Source: an optimization exercise on an open RTL-to-GDS flow (aim: a short achievable clock period and low power). Production flows keep margins and buffers that such runs may drop.
Only simulation tests tie the RTL to the original design; equivalence was not proved.
No activity file was given, so power comes from the tool's default toggle rates.

// mips_exec_top
module mips_exec_top (
	input  logic                            clk,
	input  logic                            rst,
	input  logic                            instr_valid,
	input  logic [31:0]                     instruction,
	output logic                            wb_valid,
	output logic [mips_pkg::REG_ADDR_W-1:0] wb_reg,
	output logic [mips_pkg::DATA_W-1:0]     wb_data,
	output logic                            illegal
);
For scale: about 9700 cells after synthesis, ~74 I/O pins, ~83000 um2 of cells after synthesis.
export LEC_CHECK = 0
export CAP_MARGIN = 20
export CORE_MARGIN = 2
export CORE_UTILIZATION = 45
export SETUP_SLACK_MARGIN = 5
export SLEW_MARGIN = 20
create_clock -name core_clock -period 12.0 [get_ports {clk}]
standard.sh (not shown) runs the stock make flow with config.mk's settings and CLKGATE_MAP_FILE= SYNTH_SCRIPT=/design/flow/synth_recipe.tcl, a recipe that flattens the netlist after the stock synthesis.
==> flow/flow/run.sh <==
#!/bin/bash
# The standard layout (standard.sh, unchanged synthesis) with three changes:
#  - after floorplanning every register gets the 4x drive of its cell type,
#    which spends less energy per clock edge;
#  - the clock tree has a clkbuf_16 root and trunk, clkbuf_8 leaf buffers
#    driving clusters of up to 16 registers, and no dummy loads;
#  - timing repair aims at a setup margin of 7 ns.
set -euo pipefail
export RESULTS=$PWD/orfs/results/sky130hd/mips_exec_top/base
CTS="-sink_clustering_enable -repair_clock_nets -root_buf sky130_fd_sc_hd__clkbuf_16 -tree_buf sky130_fd_sc_hd__clkbuf_16 -sink_clustering_buffer sky130_fd_sc_hd__clkbuf_8 -buf_list sky130_fd_sc_hd__clkbuf_8 -sink_clustering_size 16 -sink_clustering_max_diameter 50 -dont_use_dummy_load"
bash standard.sh synth > synth.log 2>&1
bash standard.sh floorplan > floorplan.log 2>&1
openroad -no_init -exit flow/swap_flops.tcl > swap_flops.log 2>&1
bash standard.sh "CTS_ARGS=$CTS" SETUP_SLACK_MARGIN=7 finish > finish.log 2>&1
==> flow/flow/swap_flops.tcl <==
# Give every register the 4x drive of its cell type: same function, and
# dfxtp_4 spends less energy per clock edge than dfxtp_1.
read_liberty $::env(FLOW_HOME)/platforms/sky130hd/lib/sky130_fd_sc_hd__tt_025C_1v80.lib
set odb $::env(RESULTS)/2_floorplan.odb
read_db $odb
set n 0
foreach inst [get_cells *] {
  set ref [get_property $inst ref_name]
  if {$ref == "sky130_fd_sc_hd__dfxtp_1" || $ref == "sky130_fd_sc_hd__dfxtp_2"} {
    replace_cell $inst sky130_fd_sc_hd__dfxtp_4
    incr n
  }
}
puts "replaced $n registers"
write_db $odb
The starting point ran to the end with no violations.
Change:
Settings changed: CORE_UTILIZATION 45 to 40.
Routed wire length came out lower by 2.7%.
Clock-buffer cell count rose by 1.
Worst setup slack gains 0.098 ns.


Another version of the RTL of mips_exec_top (not shown whole).
Size in the first run: roughly 10000 cells after synthesis, ~74 I/O pins.
Settings: LEC_CHECK=0, CAP_MARGIN=20, CORE_MARGIN=2, CORE_UTILIZATION=40, SETUP_SLACK_MARGIN=5, SLEW_MARGIN=20; clock period 12.0 ns.
==> flow/flow/run.sh <==
#!/bin/bash
# The standard layout (standard.sh, unchanged synthesis) with three changes:
#  - after floorplanning every register gets the 4x drive of its cell type,
#    which spends less energy per clock edge;
#  - the clock tree has a clkbuf_16 root and trunk and clkbuf_8 leaf buffers
#    driving clusters of up to 12 registers;
#  - timing repair aims at a setup margin of 6 ns.
set -euo pipefail
export RESULTS=$PWD/orfs/results/sky130hd/mips_exec_top/base
CTS="-sink_clustering_enable -repair_clock_nets -root_buf sky130_fd_sc_hd__clkbuf_16 -tree_buf sky130_fd_sc_hd__clkbuf_16 -sink_clustering_buffer sky130_fd_sc_hd__clkbuf_8 -buf_list sky130_fd_sc_hd__clkbuf_8 -sink_clustering_size 12 -sink_clustering_max_diameter 40"
bash standard.sh synth > synth.log 2>&1
bash standard.sh floorplan > floorplan.log 2>&1
openroad -no_init -exit flow/swap_flops.tcl > swap_flops.log 2>&1
bash standard.sh "CTS_ARGS=$CTS" SETUP_SLACK_MARGIN=6 finish > finish.log 2>&1
Scripts as last shown in full above: flow/flow/swap_flops.tcl
The first run completed with no timing, DRC or antenna violations.
Change:
--- a/flow/flow/run.sh
+++ b/flow/flow/run.sh
@@ -6 +6 @@
-#    driving clusters of up to 12 registers;
+#    driving clusters of up to 16 registers;
@@ -10 +10 @@
-CTS="-sink_clustering_enable -repair_clock_nets -root_buf sky130_fd_sc_hd__clkbuf_16 -tree_buf sky130_fd_sc_hd__clkbuf_16 -sink_clustering_buffer sky130_fd_sc_hd__clkbuf_8 -buf_list sky130_fd_sc_hd__clkbuf_8 -sink_clustering_size 12 -sink_clustering_max_diameter 40"
+CTS="-sink_clustering_enable -repair_clock_nets -root_buf sky130_fd_sc_hd__clkbuf_16 -tree_buf sky130_fd_sc_hd__clkbuf_16 -sink_clustering_buffer sky130_fd_sc_hd__clkbuf_8 -buf_list sky130_fd_sc_hd__clkbuf_8 -sink_clustering_size 16 -sink_clustering_max_diameter 50"
=> Utilization shrinks by 0.56 points; global-route usage is about the same; hold slack stays flat; worst setup slack degrades by 0.0052 ns; non-clock buffer count climbs by 9; cell area decreases by about 1.1%; sequential power hardly moves.

## static timing again, ports no longer ideal
No port has a modelled driver above. Below, the same layouts with a new extraction and two added sets of constraints.
Step 1: set_driving_cell puts a clkbuf_16 on clk and a buf_2 on each other input, an assumption about the parent block.
Step 2 also shifts input and output timing later by t, the mid clock arrival at the registers, as if the neighbouring blocks saw the same clock.
a / b / c = ideal ports / drivers / drivers and shift; a / b = the first two.
| run | t, ns | setup WS [ns] | worst setup path after step 2 | worst slew at a driven data input, ns |
|---|---|---|---|---|
| the first run of note 1 | 0.879 | 4.442 / 4.442 / 4.442 | register to register | 0.08 |
| the second run of note 1 | 0.877 | 4.540 / 4.540 / 4.540 | register to register | 0.07 |
| the first run of note 2 | 0.915 | 4.800 / 4.703 / 4.873 | input to register | 0.09 |
| the second run of note 2 | 0.902 | 4.795 / 4.697 / 4.934 | input to register | 0.09 |
After both steps setup and hold are still met in every run listed.
